This design comes from an exercise in tuning for small area, a short achievable clock period and few clock cycles per item on the open sky130 flow, not from production work.
No run shown here included a check of the RTL's function; only the layout flow was run.
Power and IR drop assume default switching activity.

==> design.v <==
module cory_vtap2 #(
  parameter int N = 8,
  parameter int W = 8
) (
  input  logic         clk,
  input  logic         reset,
  input  logic         i_a_v,
  input  logic [N-1:0] i_a_d,
  input  logic         i_a_last_x,
  input  logic         i_a_last_y,
  output logic         o_a_r,
  output logic         o_z_v,
  output logic [N-1:0] o_z_d,
  output logic [N-1:0] o_z_up,
  output logic         o_z_up_v,
  output logic         o_z_last_x,
  output logic         o_z_last_y,
  input  logic         i_z_r
);
  localparam int NG = W - 3;
  logic          step_q;           
  logic          step_d;
  logic          acc, del;
  logic         ar_q;
  logic         iv0_q, iv0_d;
  logic [N-1:0] id0_q;
  logic         ix0_q, iy0_q;
  logic         ld_in;
  assign o_a_r = ar_q;
  assign ld_in = ~iv0_q | step_q;
  assign acc   = i_a_v & ld_in;
  assign iv0_d = (iv0_q & ~step_q) | acc;
  always_ff @(posedge clk) begin
    if (reset) begin
      ar_q  <= 1'b1;
      iv0_q <= 1'b0;
    end else begin
      ar_q  <= ~iv0_d | step_d;
      iv0_q <= iv0_d;
    end
  end
  logic ix0s_q, iy0s_q;
  always_ff @(posedge clk) begin
    if (ld_in) id0_q <= i_a_d;
    ix0_q  <= ld_in ? i_a_last_x : ix0s_q;
    ix0s_q <= ld_in ? i_a_last_x : ix0_q;
    iy0_q  <= ld_in ? i_a_last_y : iy0s_q;
    iy0s_q <= ld_in ? i_a_last_y : iy0_q;
  end
  logic         ov0_q, ov1_q, ov1_d;
  logic         ovi_q;             
  logic [N-1:0] od0_q, ou0_q;
  logic         ouv0_q, ox0_q, oy0_q;
  logic [N-1:0] r_up;               
  logic         row0_q, row0_d;
  logic [N-1:0] rd_d;
  assign del  = ovi_q & i_z_r;
  assign ov1_d = del ? (ov1_q & step_q) : (ov1_q | (ovi_q & step_q));
  always_ff @(posedge clk) begin
    if (reset) begin
      ov0_q <= 1'b0;
      ovi_q <= 1'b0;
      ov1_q <= 1'b0;
    end else begin
      ov0_q <= del ? (ov1_q | step_q) : (ovi_q | step_q);
      ovi_q <= ov1_q | step_q | (ovi_q & ~i_z_r);
      ov1_q <= ov1_d;
    end
  end
  localparam int OW = 2 * N + 3;
  logic [OW-1:0] o0_q, o0s_q, o1_q, o_new, o0_src;
  logic          o0_ld;
  assign o_new  = {id0_q, r_up, ~row0_q, ix0_q, iy0_q};
  assign o0_ld  = del | ~ovi_q;
  assign o0_src = (del & ov1_q) ? o1_q : o_new;
  always_ff @(posedge clk) begin
    o0_q  <= o0_ld ? o0_src : o0s_q;
    o0s_q <= o0_ld ? o0_src : o0_q;
    if (del | ~ov1_q) o1_q <= o_new;
  end
  assign {od0_q, ou0_q, ouv0_q, ox0_q, oy0_q} = o0_q;
  assign o_z_v      = ov0_q;
  assign o_z_d      = od0_q;
  assign o_z_up     = ou0_q;
  assign o_z_up_v   = ouv0_q;
  assign o_z_last_x = ox0_q;
  assign o_z_last_y = oy0_q;
  logic [NG-1:0] cg_q, cg_d;       
  logic [NG-1:0] pen;              
  logic          st_q, st_d;       
  logic          ge_q, ge_d;       
  logic [NG-1:0] al_d;             
  logic [NG-1:0] rot_q, rot_d;     
  logic [N-1:0]  head [NG];        
  always_comb begin
    cg_d  = cg_q;
    st_d  = st_q;
    ge_d  = ge_q;
    if (step_q) begin
      if (ix0_q) cg_d = NG'(1);
      else if (ge_q) cg_d = {cg_q[NG-2:0], cg_q[NG-1]};
      st_d = ix0_q | ge_q;
      ge_d = ~ix0_q & ~ge_q & |(cg_q & pen);
    end
    step_d = iv0_d & ~ov1_d & (~st_d | |(cg_d & al_d));
    for (int k = 0; k < NG; k++)
      rot_d[k] = (step_d & cg_d[k]) | (~al_d[k] & ~(cg_d[k] & ~st_d));
    row0_d = (step_q & ix0_q) ? iy0_q : row0_q;
    rd_d = '0;
    for (int k = 0; k < NG; k++) if (cg_d[k]) rd_d = rd_d | head[k];
  end
  always_ff @(posedge clk) begin
    if (reset) begin
      cg_q   <= NG'(1);
      st_q   <= 1'b1;
      ge_q   <= 1'b0;
      row0_q <= 1'b1;
      step_q <= 1'b0;
      rot_q  <= '0;
    end else begin
      cg_q   <= cg_d;
      st_q   <= st_d;
      ge_q   <= ge_d;
      step_q <= step_d;
      rot_q  <= rot_d;
      row0_q <= row0_d;
    end
  end
  always_ff @(posedge clk) r_up <= row0_d ? '0 : rd_d;
  for (genvar k = 0; k < NG; k++) begin : g_grp
    localparam int SB = (k == 0) ? 4 : k + 3;    
    localparam int S  = 1 << SB;
    logic [SB-1:0] off_q;
    logic [N-1:0]  m_q [S];
    assign al_d[k]  = rot_q[k] ? (off_q == '1) : (off_q == '0);
    assign pen[k]   = (off_q == SB'(S - 2));
    assign head[k]  = rot_q[k] ? m_q[1] : m_q[0];
    always_ff @(posedge clk) begin
      if (reset) off_q <= '0;
      else if (rot_q[k]) off_q <= off_q + 1'b1;
    end
    always_ff @(posedge clk) begin
      if (rot_q[k]) begin
        for (int i = 0; i < S - 1; i++) m_q[i] <= m_q[i+1];
        m_q[S-1] <= (step_q & cg_q[k]) ? id0_q : m_q[0];
      end
    end
  end
endmodule
==> config.mk <==
export PLATFORM = sky130hd
export DESIGN_NAME = cory_vtap2
export DESIGN_NICKNAME = cory_vtap2
export VERILOG_FILES = /design/flow/design.v
export SDC_FILE = /design/flow/constraint.sdc
export NUM_CORES = 4
export LEC_CHECK = 0
export ABC_CLOCK_PERIOD_IN_PS = 2000
export CAP_MARGIN = 20
export CORE_MARGIN = 2
export CORE_UTILIZATION = 60
export CTS_CLUSTER_DIAMETER = 100
export CTS_CLUSTER_SIZE = 26
export SETUP_SLACK_MARGIN = 1.5
export SLEW_MARGIN = 20
==> run.sh <==
#!/bin/bash
# synth_recipe.tcl (not shown) runs the flow's synth.tcl, then flattens the netlist and writes it again
# the make line also repeats each setting of config.mk as NAME=value (left out here)
make -C /OpenROAD-flow-scripts/flow DESIGN_CONFIG=/design/flow/config.mk WORK_HOME=/design/flow/orfs CLKGATE_MAP_FILE= SYNTH_SCRIPT=/design/flow/synth_recipe.tcl finish
==> constraint.sdc <==
create_clock -name core_clock -period 3.3 [get_ports {clk}]
set_input_delay 0.6600 -clock core_clock [delete_from_list [all_inputs] [get_ports {clk}]]
set_output_delay 0.6600 -clock core_clock [all_outputs]
set_load 0.01 [all_outputs]
==> results of run 1 <==
==> cell type report <==
type	count	area [µm²]
clock inverter	4	53.8
multi-input combinational	390	3040
timing repair buffer	126	1380
sequential	2170	63900
tap	1488	1860
inverter	19	71.3
fill	6911	37800
clock buffer	123	2520
antenna	1	2.50
==> repair_timing <==
action / 4_1_cts / 5_1_grt
endpoints found under the setup margin: 1645 / 31
pin swaps: 9 / 8
buffers inserted: 38 / 21
gates resized for setup: 169 / 11
gates cloned: 2 / 0
==> through the flow <==
stage	hold slack [ps]	setup TNS [ps]	power, mW	setup slack [ps]	cells
after CTS	416	0	59.9	1370	4299
after global placement	401	0	46.3	823	4132
after global routing	422	0	62.0	1390	4320
after floorplan	399	-5935090	42.7	-5480	2613
final	414	0	59.3	1410	4321
after detailed placement	405	0	46.5	691	4132
==> logic make-up after synthesis <==
logic type | Yosys count | share of synthesized area [%]
simple gates | 132 | 0.954
xor+xnor | 18 | 0.236
buf+inv | 53 | 0.314
fa+ha+maj | 16 | 0.299
mux | 87 | 1.45
compound gates | 137 | 1.34
flops | 2170 | 95.4
==> final timing paths <==
| path | from | end | cells past startpoint |
|---|---|---|---|
| worst min register to register | g_grp[4].m_q[109][2] | g_grp[4].m_q[108][2] | 0 |
| worst max-delay path | g_grp[3].off_q[0] | rot_q[2] | 7 |
| worst min-delay path | g_grp[4].m_q[109][2] | g_grp[4].m_q[108][2] | 0 |
| worst max register to register | g_grp[3].off_q[0] | rot_q[2] | 7 |
==> layer usage <==
layer,vias to the layer above,track usage (%),share of wire [%]
met5,-,0,0
met4,0,5.07,2.5
met3,150,2.33,4.0
met2,395,20.1,42
met1,12207,25.1,51
li1,10687,-,-
==> power groups by stage <==
stage	Combinational, mW	Clock (mW)	Sequential (mW)
final	5.72	12.8	40.7
after global routing	6.27	14.4	41.3
after CTS	5.62	13.4	40.9
after detailed placement	4.88	0	41.6
after global placement	4.66	0	41.6
after floorplan	1.00	0	41.7
==> cell usage in the layout, fill, tap and decap left out, types with 5 or more instances in the layout <==
cell / count
edfxtp_1: 2035
dfxtp_1: 100
clkbuf_16: 97
mux2_2: 68
buf_4: 64
nor2_1: 54
a21oi_1: 51
o22ai_1: 38
nand2_1: 29
buf_6: 27
clkbuf_1: 26
dfxtp_2: 23
inv_1: 19
mux2_4: 13
a22oi_1: 13
nand4_1: 13
xor2_1: 13
ha_1: 13
clkdlybuf4s50_1: 13
buf_12: 13
dfxtp_4: 12
a222oi_1: 8
nor2b_1: 7
mux2i_1: 6
nand3_1: 5
==> sequential cells by signal, indices dropped and copies added, names as in the netlist, 5 cells and up <==
signal	flops
cg_q	5
id0_q	8
o0_q	19
g_grp.off_q	26
o1_q	19
r_up	8
o0s_q	19
g_grp.m_q	2048
rot_q	5
==> impl_metrics.toml, run 1 <==
[global_routing]
first_global_vias = 22723
gr-total-overflow = 0
antenna_found_initial = 2
track_usage_pct = 14.9
grt_first_pass_wirelength_um = 132000
grt_max_degree = 152

[job]
timing.max_cap.violations = 0

[critical_path]
cp_max_fo = 4
path_buf_inv = 1
path_cells = "inv_1 -> ha_1 -> or4b_4 -> o32ai_4 -> a22o_4 -> nor4b_4 -> o41ai_2"
crit_type = "flop to flop"
worstPathRequired_ps = 3900
path_delay_family = "compound AO/OA/AOI/OAI gates"
startpoint_type = "flop"
critical_path.max_stage_delay_ps = 480
reg2reg_slack_ps = 1410
cp_data_arrival_time_ps = 2480
endpoint_kind = "flop"
cpMaxStageDelayCell = "or4b_4"

[power]
combPwrFrac_pct = 9.7
clockPowerShare_pct = 21.6
switching_share_pct = 22.7
cellInternalPower_mw = 45.8
p_leak_nw = 22.4
power_density_mw_per_mm2 = 814
power_switching_mw = 13.5
peakVddDrop_uv = 512
power_frac_seq_pct = 68.7

[detailed_routing]
firstDrtPassIters = 7
drt_iter0_drc = 2500
wl_per_cell_um = 19.7
drt_wl_total_um = 85100
drtAntennaViolNets = 0
vias = 23439
drc_errors = 0
via_per_inst = 5.42

[timing]
skew_ps = 32.5
period_minus_slack_ps = 1890
finalHoldViolations = 0
fmax_mhz = 530
tightest_slew_ps = 810
post-route-period-util_pct = 57.1
maxSlewHeadroom_pct = 46.0
rsz0062_at_grt = "yes"
drv_slew = 0
setup_viol = 0

[floorplanning]
fp.dieH_um = 338
core-area_mm2 = 0.111
start_util_pct = 60.4
fp.dieW_um = 338
io_pins = 35
num_rows = 122
dieArea_mm2 = 0.114

[synthesis]
netlist.top_cell.by_area = "edfxtp_1"
synth.most_common_cell = "edfxtp_1"
postSynthAreaPerCell_um2 = 25.6
yosysSeqAreaShare_pct = 95.4
syn_inst = 2613
ys_top_cells_by_area = "edfxtp_1 (91%), dfxtp_1 (4.0%), mux2_2 (1.4%)"
synth-edff-count = 2035
synth-async-reset-ratio_pct = 0
ys_types = 49
ys_seq_elements = 2170
syn_nets = 2643
ys.flop_type = "edfxtp_1"
yosys-top-cells-count = "edfxtp_1 (2035), dfxtp_1 (135), mux2_2 (81)"
ys_warn_count = 7
netlist_area_mm2 = 0.0669
yosysTopAreaCellShare_pct = 91.4

[final_layout]
finalNetCount = 2830
fin_area_mm2 = 0.0728
syn_to_final_growth_pct = 8.88
drive_gt1_share_pct = 12.7
fin_util_pct = 65.8

[clock_tree]
clockBufferDepth = 3
ctsHoldBuffers = 0
clk_latency_ps = 710
tritoncts = "yes"
cts-root-buf = "clkbuf_16"
clock_sinks = 2170
numCtsBuffers = 93
clkTransAtPathRegs_ps = 110
h-tree-depth = 3

[placed_design]
io_buffers = 34
place_area_mm2 = 0.0694
globalplace.congestion = 0.797
hpwlAfterDp_um = 40500

[run_status]
status = "no timing/DRC/antenna violations"

[min_path]
hp-class = "flop to flop"
==> run 2, diff against run 1 <==
--- a/design.v
+++ b/design.v
@@ -40,41 +40,33 @@
     end
   end
-  logic ix0s_q, iy0s_q;
   always_ff @(posedge clk) begin
-    if (ld_in) id0_q <= i_a_d;
-    ix0_q  <= ld_in ? i_a_last_x : ix0s_q;
-    ix0s_q <= ld_in ? i_a_last_x : ix0_q;
-    iy0_q  <= ld_in ? i_a_last_y : iy0s_q;
-    iy0s_q <= ld_in ? i_a_last_y : iy0_q;
+    if (ld_in) begin
+      id0_q <= i_a_d; ix0_q <= i_a_last_x; iy0_q <= i_a_last_y;
+    end
   end
   logic         ov0_q, ov1_q, ov1_d;
-  logic         ovi_q;             
   logic [N-1:0] od0_q, ou0_q;
   logic         ouv0_q, ox0_q, oy0_q;
-  logic [N-1:0] r_up;               
+  logic [N-1:0] r_up;              
   logic         row0_q, row0_d;
-  logic [N-1:0] rd_d;
-  assign del  = ovi_q & i_z_r;
-  assign ov1_d = del ? (ov1_q & step_q) : (ov1_q | (ovi_q & step_q));
+  assign del  = ov0_q & i_z_r;
+  assign ov1_d = del ? (ov1_q & step_q) : (ov1_q | (ov0_q & step_q));
   always_ff @(posedge clk) begin
     if (reset) begin
       ov0_q <= 1'b0;
-      ovi_q <= 1'b0;
       ov1_q <= 1'b0;
     end else begin
-      ov0_q <= del ? (ov1_q | step_q) : (ovi_q | step_q);
-      ovi_q <= ov1_q | step_q | (ovi_q & ~i_z_r);
+      ov0_q <= del ? (ov1_q | step_q) : (ov0_q | step_q);
       ov1_q <= ov1_d;
     end
   end
   localparam int OW = 2 * N + 3;
-  logic [OW-1:0] o0_q, o0s_q, o1_q, o_new, o0_src;
+  logic [OW-1:0] o0_q, o1_q, o_new, o0_src;
   logic          o0_ld;
   assign o_new  = {id0_q, r_up, ~row0_q, ix0_q, iy0_q};
-  assign o0_ld  = del | ~ovi_q;
+  assign o0_ld  = del | ~ov0_q;
   assign o0_src = (del & ov1_q) ? o1_q : o_new;
   always_ff @(posedge clk) begin
-    o0_q  <= o0_ld ? o0_src : o0s_q;
-    o0s_q <= o0_ld ? o0_src : o0_q;
+    o0_q <= o0_q ^ ({OW{o0_ld}} & (o0_q ^ o0_src));
     if (del | ~ov1_q) o1_q <= o_new;
   end
@@ -92,5 +84,6 @@
   logic [NG-1:0] al_d;             
   logic [NG-1:0] rot_q, rot_d;     
-  logic [N-1:0]  head [NG];        
+  logic [N-1:0]  head [NG];
+  logic [NG-1:0] rs_q, rs_d;       
   always_comb begin
     cg_d  = cg_q;
@@ -107,6 +100,7 @@
       rot_d[k] = (step_d & cg_d[k]) | (~al_d[k] & ~(cg_d[k] & ~st_d));
     row0_d = (step_q & ix0_q) ? iy0_q : row0_q;
-    rd_d = '0;
-    for (int k = 0; k < NG; k++) if (cg_d[k]) rd_d = rd_d | head[k];
+    rs_d = row0_d ? '0 : cg_d;
+    r_up = '0;
+    for (int k = 0; k < NG; k++) if (rs_q[k]) r_up = r_up | head[k];
   end
   always_ff @(posedge clk) begin
@@ -116,4 +110,5 @@
       ge_q   <= 1'b0;
       row0_q <= 1'b1;
+      rs_q   <= '0;
       step_q <= 1'b0;
       rot_q  <= '0;
@@ -125,7 +120,7 @@
       rot_q  <= rot_d;
       row0_q <= row0_d;
+      rs_q   <= rs_d;
     end
   end
-  always_ff @(posedge clk) r_up <= row0_d ? '0 : rd_d;
   for (genvar k = 0; k < NG; k++) begin : g_grp
     localparam int SB = (k == 0) ? 4 : k + 3;    
@@ -135,5 +130,5 @@
     assign al_d[k]  = rot_q[k] ? (off_q == '1) : (off_q == '0);
     assign pen[k]   = (off_q == SB'(S - 2));
-    assign head[k]  = rot_q[k] ? m_q[1] : m_q[0];
+    assign head[k]  = m_q[0];
     always_ff @(posedge clk) begin
       if (reset) off_q <= '0;
--- a/config.mk
+++ b/config.mk
@@ -9,7 +9,7 @@
 export CAP_MARGIN = 20
 export CORE_MARGIN = 2
-export CORE_UTILIZATION = 60
-export CTS_CLUSTER_DIAMETER = 100
-export CTS_CLUSTER_SIZE = 26
+export CORE_UTILIZATION = 40
+export CTS_CLUSTER_DIAMETER = 150
+export CTS_CLUSTER_SIZE = 28
 export SETUP_SLACK_MARGIN = 1.5
 export SLEW_MARGIN = 20
==> run 2 against run 1 <==
Still clean. Die area grew 48%. Design area shrank 0.97%. Hold slack lost 2.5 ps. Critical path depth shrank 6. Total power shrank 1.5%.
==> impl_metrics.toml, run 2 <==
[synthesis]
ys_seq_elements = 2145
netlist.top_cell.by_area = "edfxtp_1"
yosysTopAreaCellShare_pct = 95.2
synth_top_family_by_area = "multiplexers"
syn_inst = 2441
ys.flop_type = "edfxtp_1"
synth.most_common_cell = "edfxtp_1"
postSynthAreaPerCell_um2 = 27.1
muxShareOfSynthArea_pct = 0.958
ys_top_cells_by_area = "edfxtp_1 (95%), dfxtp_1 (1.5%), mux2_2 (0.72%)"
yosys.area_share.adder_pct = 0.303
synth_compound_area_share_pct = 0.865
netlist_area_mm2 = 0.0661
syn_nets = 2471
yosys-top-cells-count = "edfxtp_1 (2096), dfxtp_1 (49), nor2_1 (45)"
yosysSeqAreaShare_pct = 96.7
ys_types = 48
synth-async-reset-ratio_pct = 0
synth-xor-area-share_pct = 0.225
ys_warn_count = 7
yosys.area_share.simple_pct = 0.738
synth-edff-count = 2096

[timing]
fmax_mhz = 477
post-route-period-util_pct = 63.5
tightest_slew_ps = 925
finalHoldViolations = 0
rsz0062_at_grt = "yes"
maxSlewHeadroom_pct = 38.3
skew_ps = 26.7
setup_viol = 0
drv_slew = 0
whs_ps = 411
period_minus_slack_ps = 2090

[final_layout]
largest_reg_flops = 2048
syn_to_final_growth_pct = 9.11
instances_no_fill = 4803
nFillCells = 13449
drive_gt1_share_pct = 9.19
final_cell_mix = "edfxtp_1 (2096), clkbuf_16 (90), nor2_1 (45)"
mostFrequentLayoutCell = "edfxtp_1"
finalNetCount = 2620
regMostFlops = "g_grp.m_q"
top_regs = "g_grp.m_q: 2048 flops, g_grp.off_q: 26 flops, o1_q: 19 flops"
fin_area_mm2 = 0.0721

[run_status]
status = "no timing/DRC/antenna violations"

[placed_design]
dp_cells = 4673
place_area_mm2 = 0.0695
io_buffers = 34
globalplace.congestion = 0.785
hpwlAfterDp_um = 40100

[clock_tree]
clk_latency_ps = 700
numCtsBuffers = 86
cts-root-buf = "clkbuf_16"
clkTransAtPathRegs_ps = 110
tritoncts = "yes"
h-tree-depth = 3
clock_sinks = 2145
clockBufferDepth = 3
ctsHoldBuffers = 0

[critical_path]
path_buf_inv = 1
path_cells = "buf_6"
path_delay_family = "flip-flops"
endpoint_kind = "output pin"
crit_type = "flop to output pin"
critical_path.max_stage_delay_ps = 550
startpoint_type = "flop"
cp_max_fo = 1
cp_data_arrival_time_ps = 1430
worstPathRequired_ps = 2640
r2r_start = "g_grp[3].off_q[1]"
cpMaxStageDelayCell = "edfxtp_1"

[global_routing]
grt_max_degree = 176
gr-total-overflow = 0
antenna_found_initial = 1
first_global_vias = 21363
grt_first_pass_wirelength_um = 126000
track_usage_pct = 9.41

[power]
power_density_mw_per_mm2 = 809
peakVddDrop_uv = 533
p_leak_nw = 21.4

[floorplanning]
core-area_mm2 = 0.165
fp.dieH_um = 411
num_rows = 149
fp.dieW_um = 411
io_pins = 35
dieArea_mm2 = 0.169
start_util_pct = 40.2

[detailed_routing]
vias = 22165
drc_errors = 0
drtAntennaViolNets = 0
wl_per_cell_um = 17.2
firstDrtPassIters = 6
drt_iter0_drc = 2345
via_per_inst = 4.61
drt_wl_total_um = 82400

[min_path]
hold_start = "g_grp[2].m_q[2][0]"
hp-class = "flop to flop"

[job]
timing.max_cap.violations = 0
run 2: cell count changes in the layout (fill, tap and decap cells not counted), sizes merged, moves of 9 or more:
cell and change:
a21oi -42, a31oi +9, buf -47, clkbuf -17, dfxtp -86, edfxtp +61
mux2 -31, nor2 -9, o22ai -39
run 2: repair_timing:
action                                  4_1_cts  5_1_grt
pin swaps                                     5        1
setup buffers                                13        3
endpoints found under the setup margin      490      336
gates resized for setup                     119       14
hold endpoints to repair                      0        0
cloned                                        1        1
run 2: cell families (layout without fill, tap and decap cells):
logic type / count (synthesis) / count (layout)
xor gates and xnor gates: 17 / 17
buffers and inverters: 35 / 206
DFF: 2145 / 2145
AOI/OAI and AO/OA: 66 / 66
adders and majority gates: 16 / 16
and+or+nand+nor: 105 / 105
other: 0 / 2
muxes: 57 / 57
run 2: cell type report:
| type | count | area [µm²] | area share [%] |
|---|---|---|---|
| clock inverter | 5 | 51.3 | 0.0711 |
| sequential | 2145 | 64000 | 88.7 |
| inverter | 17 | 63.8 | 0.0885 |
| antenna | 2 | 5.00 | 0.00694 |
| multi-input combinational | 261 | 2120 | 2.93 |
| tap | 2189 | 2740 | 3.80 |
| timing repair buffer | 79 | 896 | 1.24 |
| clock buffer | 105 | 2290 | 3.17 |
run 2: worst paths after layout:
path                             end  slack [ps]  depth (start not counted)
setup / recovery            o_z_up_v        1210                          1
hold / removal    g_grp[2].m_q[1][0]         410                          0
setup reg to reg            rot_q[4]        1280                          7
hold reg to reg   g_grp[2].m_q[1][0]         410                          0
run 2: stage by stage:
step	worst slack [ps]	util, %	total power, mW	TNS [ps]
after floorplan	-5070	-	42.7	-6008850
after global placement	603	42.2	46.3	0
after detailed placement	570	42.2	46.6	0
after CTS	1150	43.7	59.1	0
after global routing	1140	43.8	61.0	0
final	1210	43.8	58.4	0
run 2: routing by layer:
metal / routed length [µm] / global-route usage, % / vias up
met4: 1890 / 2.59 / 2
li1: - / - / 10018
met5: 10 / 0 / -
met2: 35400 / 13.2 / 378
met1: 42000 / 15.0 / 11622
met3: 3100 / 1.87 / 145
run 2: where the power goes:
group	internal [mW]	leakage (nW)	switching, mW
logic	0.899	1.24	3.90
clock network	4.95	1.14	7.19
registers	39.3	19.0	2.14
total	45.1	21.4	13.2
==> run 3, diff against run 2 <==
==> design.v (replaced) <==
module cory_vtap2 #(
  parameter int N = 8,
  parameter int W = 8
) (
  input  logic         clk,
  input  logic         reset,
  input  logic         i_a_v,
  input  logic [N-1:0] i_a_d,
  input  logic         i_a_last_x,
  input  logic         i_a_last_y,
  output logic         o_a_r,
  output logic         o_z_v,
  output logic [N-1:0] o_z_d,
  output logic [N-1:0] o_z_up,
  output logic         o_z_up_v,
  output logic         o_z_last_x,
  output logic         o_z_last_y,
  input  logic         i_z_r
);
  localparam int NG = W - 3;
  logic [NG-1:0] cg_q, cg_d;       
  logic          st_q, st_d;       
  logic          ge_q, ge_d;       
  logic          row0_q;
  logic          ok_d;             
  logic [NG-1:0] bg_q, bg_d;       
  logic [NG-1:0] al_d;             
  logic [NG-1:0] pen;              
  logic [NG-1:0] wr, rot;
  logic [N-1:0]  head [NG];
  logic [N-1:0]  rd;
  logic          ar_q;
  logic          ov0_q, ov1_q, ov1_d;
  logic          step, del;
  assign o_a_r = ar_q;
  assign step  = i_a_v & ar_q;
  assign del   = ov0_q & i_z_r;
  assign ov1_d = del ? (ov1_q & step) : (ov1_q | (ov0_q & step));
  always_comb begin
    cg_d = cg_q;
    st_d = st_q;
    ge_d = ge_q;
    if (step) begin
      if (i_a_last_x) cg_d = NG'(1);
      else if (ge_q) cg_d = {cg_q[NG-2:0], cg_q[NG-1]};
      st_d = i_a_last_x | ge_q;
      ge_d = ~i_a_last_x & ~ge_q & |(cg_q & pen);
    end
    ok_d = ~st_d | |(cg_d & al_d);
    for (int k = 0; k < NG; k++) begin
      wr[k]   = step & cg_q[k];
      rot[k]  = wr[k] | bg_q[k];
      bg_d[k] = ~al_d[k] & ~(cg_d[k] & ~st_d);
    end
    rd = '0;
    for (int k = 0; k < NG; k++) if (cg_q[k]) rd = rd | head[k];
  end
  always_ff @(posedge clk) begin
    if (reset) begin
      cg_q   <= NG'(1);
      st_q   <= 1'b1;
      ge_q   <= 1'b0;
      row0_q <= 1'b1;
      bg_q   <= '0;
      ar_q   <= 1'b1;
      ov0_q  <= 1'b0;
      ov1_q  <= 1'b0;
    end else begin
      cg_q   <= cg_d;
      st_q   <= st_d;
      ge_q   <= ge_d;
      bg_q   <= bg_d;
      ar_q   <= ok_d & ~ov1_d;
      ov0_q  <= del ? (ov1_q | step) : (ov0_q | step);
      ov1_q  <= ov1_d;
      if (step & i_a_last_x) row0_q <= i_a_last_y;
    end
  end
  localparam int OW = 2 * N + 3;
  logic [OW-1:0] o0_q, o1_q, o_new;
  assign o_new = {i_a_d, row0_q ? N'(0) : rd, ~row0_q, i_a_last_x, i_a_last_y};
  always_ff @(posedge clk) begin
    if (del | ~ov0_q) o0_q <= (del & ov1_q) ? o1_q : o_new;
    if (del | ~ov1_q) o1_q <= o_new;
  end
  assign o_z_v = ov0_q;
  assign {o_z_d, o_z_up, o_z_up_v, o_z_last_x, o_z_last_y} = o0_q;
  for (genvar k = 0; k < NG; k++) begin : g_grp
    localparam int SB = (k == 0) ? 4 : k + 3;    
    localparam int S  = 1 << SB;
    logic [SB-1:0] off_q;
    logic [N-1:0]  m_q [S];
    assign al_d[k] = rot[k] ? (off_q == '1) : (off_q == '0);
    assign pen[k]  = (off_q == SB'(S - 2));
    assign head[k] = m_q[0];
    always_ff @(posedge clk) begin
      if (reset) off_q <= '0;
      else if (rot[k]) off_q <= off_q + 1'b1;
    end
    always_ff @(posedge clk) begin
      if (rot[k]) begin
        for (int i = 0; i < S - 1; i++) m_q[i] <= m_q[i+1];
        m_q[S-1] <= wr[k] ? i_a_d : m_q[0];
      end
    end
  end
endmodule
--- a/config.mk
+++ b/config.mk
@@ -10,6 +10,6 @@
 export CORE_MARGIN = 2
 export CORE_UTILIZATION = 40
-export CTS_CLUSTER_DIAMETER = 150
-export CTS_CLUSTER_SIZE = 28
+export CTS_CLUSTER_DIAMETER = 100
+export CTS_CLUSTER_SIZE = 26
 export SETUP_SLACK_MARGIN = 1.5
 export SLEW_MARGIN = 20
==> run 3 against run 2 <==
Hold slack better by 2.6 ps. Still clean. Clock skew is 5.5 ps lower. Register-to-register slack better by 190 ps. Synthesized cell count is 0.33% lower. Critical path type unchanged. Die area is 0.65% lower. Highest routed layer unchanged.
==> impl_metrics.toml, run 3 <==
[placed_design]
place_area_mm2 = 0.0695
hpwlAfterDp_um = 42100
pre_cts_ws_ps = 158
io_buffers = 34
globalplace.congestion = 0.780
dp_cells = 4685

[synthesis]
syn_nets = 2463
synth.most_common_cell = "edfxtp_1"
ys_types = 49
ys_warn_count = 7
ys_top_cells_by_area = "edfxtp_1 (95%), dfxtp_1 (1.3%), mux2_2 (0.99%)"
yosys-top-cells-count = "edfxtp_1 (2086), mux2_2 (58), dfxtp_1 (42)"
netlist_area_mm2 = 0.0657
ys_seq_elements = 2128
postSynthAreaPerCell_um2 = 27.0
synth-edff-count = 2086
netlist.top_cell.by_area = "edfxtp_1"
yosysTopAreaCellShare_pct = 95.4
syn_inst = 2433
ys.flop_type = "edfxtp_1"
yosysSeqAreaShare_pct = 96.7
synth-async-reset-ratio_pct = 0

[detailed_routing]
drt_wl_total_um = 85900
drc_errors = 0
vias = 22336
via_per_inst = 4.61
drt_iter0_drc = 2400
firstDrtPassIters = 9
wl_per_cell_um = 17.7
drtAntennaViolNets = 0

[timing]
tns_ps = 0
setup_viol = 0
fmax_mhz = 503
post-route-period-util_pct = 60.2
rsz0062_at_grt = "yes"
skew_ps = 21.2
drv_slew = 0
worst_slack_ps = 1310
finalHoldViolations = 0
maxSlewHeadroom_pct = 55.2
tightest_slew_ps = 670
period_minus_slack_ps = 1990

[critical_path]
cpMaxStageDelayCell = "edfxtp_1"
cp-startpoint = "o0_q[11]"
path_buf_inv = 1
cp_max_fo = 1
startpoint_type = "flop"
path_cells = "buf_2"
r2r_start = "ar_q"
path_delay_family = "flip-flops"
cp_data_arrival_time_ps = 1330
worstPathRequired_ps = 2640
endpoint_kind = "output pin"
crit_type = "flop to output pin"
critical_path.max_stage_delay_ps = 460

[clock_tree]
clock_sinks = 2128
clkTransAtPathRegs_ps = 100
tritoncts = "yes"
clockBufferDepth = 3
h-tree-depth = 3
numCtsBuffers = 92
clk_latency_ps = 690
cts-root-buf = "clkbuf_16"
ctsHoldBuffers = 0

[global_routing]
first_global_vias = 21777
grt_max_degree = 72
track_usage_pct = 9.84
gr-total-overflow = 0
antenna_found_initial = 2
grt_first_pass_wirelength_um = 130000

[final_layout]
drive_gt1_share_pct = 11.9
final_cell_mix = "edfxtp_1 (2086), clkbuf_16 (94), mux2_2 (58)"
syn_to_final_growth_pct = 10.7
top_regs = "g_grp.m_q: 2048 flops, g_grp.off_q: 26 flops"
regMostFlops = "g_grp.m_q"
instances_no_fill = 4840
nFillCells = 13330
fin_area_mm2 = 0.0727
diodes = 0
finalNetCount = 2668
mostFrequentLayoutCell = "edfxtp_1"
largest_reg_flops = 2048

[power]
p_leak_nw = 16.0
peakVddDrop_uv = 378
finalPower_mw = 46.3
power_density_mw_per_mm2 = 638

[floorplanning]
start_util_pct = 40.3
dieArea_mm2 = 0.167
fp.dieW_um = 409
core-area_mm2 = 0.163
num_rows = 148
fp.dieH_um = 409
io_pins = 35

[job]
timing.max_cap.violations = 0

[min_path]
hold_start = "g_grp[3].m_q[59][6]"
hp-class = "flop to flop"

[run_status]
status = "no timing/DRC/antenna violations"
run 3: changes by cell type after synthesis, sizes merged, moves of 4 or more:
cell | before | now
a21oi | 9 | 21
buf | 3 | 7
dfxtp | 49 | 42
edfxtp | 2096 | 2086
mux2 | 50 | 59
mux2i | 7 | 1
nand2 | 28 | 33
nand3 | 5 | 14
nor2 | 45 | 33
o21a | 1 | 5
o21ai | 12 | 2
run 3: worst register-to-register path, stage by stage, from the launching register on:
cell and delay (ps):
dfxtp_4 380, buf_4 140, a31oi_4 170, clkinvlp_4 180
buf_12 170, buf_16 170, bufbuf_16 360
run 3: worst paths after layout:
path / to / slack (ps) / cells after the start
worst max register to register: g_grp[4].m_q[54][1] / 1470 / 6
worst min-delay path: g_grp[3].m_q[58][6] / 410 / 0
worst max-delay path: o_z_d[0] / 1310 / 1
worst min register to register: g_grp[3].m_q[58][6] / 410 / 0
run 3: layer usage:
layer,GRT usage [%],vias up,part of all wire [%]
met1,15.6,11689,50
met4,2.89,2,2.4
li1,-,10104,-
met3,1.94,136,4.8
met2,13.8,405,43
met5,0,-,0.013
run 3: cells by family (layout without fill, tap and decap cells):
family | count (synthesis) | count (layout) | share of synthesized area, %
fa+ha+maj | 16 | 16 | 0.305
compound gates | 62 | 63 | 0.675
buf+inv | 35 | 266 | 0.225
mux | 60 | 60 | 1.03
xor+xnor | 17 | 17 | 0.227
flops | 2128 | 2128 | 96.7
simple gates | 115 | 115 | 0.867
run 3: cell type report:
type	instances	area (µm²)	area share, %
clock inverter	9	118	0.162
timing repair inverter	2	27.5	0.0379
clock buffer	112	2400	3.30
timing repair buffer	128	1660	2.28
tap	2175	2720	3.74
inverter	15	98.8	0.136
multi-input combinational	271	2150	2.96
sequential	2128	63500	87.4
run 3: power breakdown:
part / switching (mW) / internal, mW / total (mW) / leakage, nW
combinational: 1.88 / 0.716 / 2.59 / 1.65
sequential: 0.216 / 30.9 / 31.1 / 13.1
clock: 7.36 / 5.28 / 12.6 / 1.23
total: 9.45 / 36.9 / 46.3 / 16.0
run 3: repair_timing:
| action | CTS | global route |
|---|---|---|
| buffers inserted | 16 | 5 |
| pin swaps | 3 | 7 |
| endpoints found under the setup margin | 2073 | 263 |
| resized for setup | 138 | 21 |
| cloned | 10 | 3 |
| hold endpoints to repair | 0 | 0 |
run 3: per-stage QoR:
stage / utilization [%] / hold WS [ps]
2_1_floorplan: - / 400
3_3_place_gp: 42.6 / 401
3_5_place_dp: 42.6 / 405
4_1_cts: 44.5 / 418
5_1_grt: 44.6 / 425
6_report: 44.6 / 414

port drivers added, routing unchanged:
Ports are ideal in the flow. The routed layouts listed here were re-timed in OpenROAD. Step 1, drivers: a clkbuf_16 drives clk and a buf_2 each remaining input, both assumed. Step 2, shift: input delay + t, output delay - t, t = (earliest + latest rising clock arrival at the registers) / 2. This alone moves slack from input paths to output paths. Three values: ideal ports, drivers, drivers and shift; two values: the first two.
run | t (ns) | slack for setup (ns) | slew at the worst register clock pin (ns) | worst slew at a driven data input, ns | pins driven straight from the clock port
run 1 | 0.762 | 1.415 / 1.359 / 0.808 | 0.11 / 0.11 | 0.08 | 1
run 2 | 0.757 | 1.205 / 1.136 / 0.708 | 0.11 / 0.11 | 0.13 | 1
run 3 | 0.754 | 1.312 / 1.244 / 0.601 | 0.10 / 0.10 | 0.14 | 1
After both steps setup and hold are still met in every run listed. The setup slack of run 3, which loses most, moves by -0.068 ns with the drivers and by -0.711 ns with both steps.
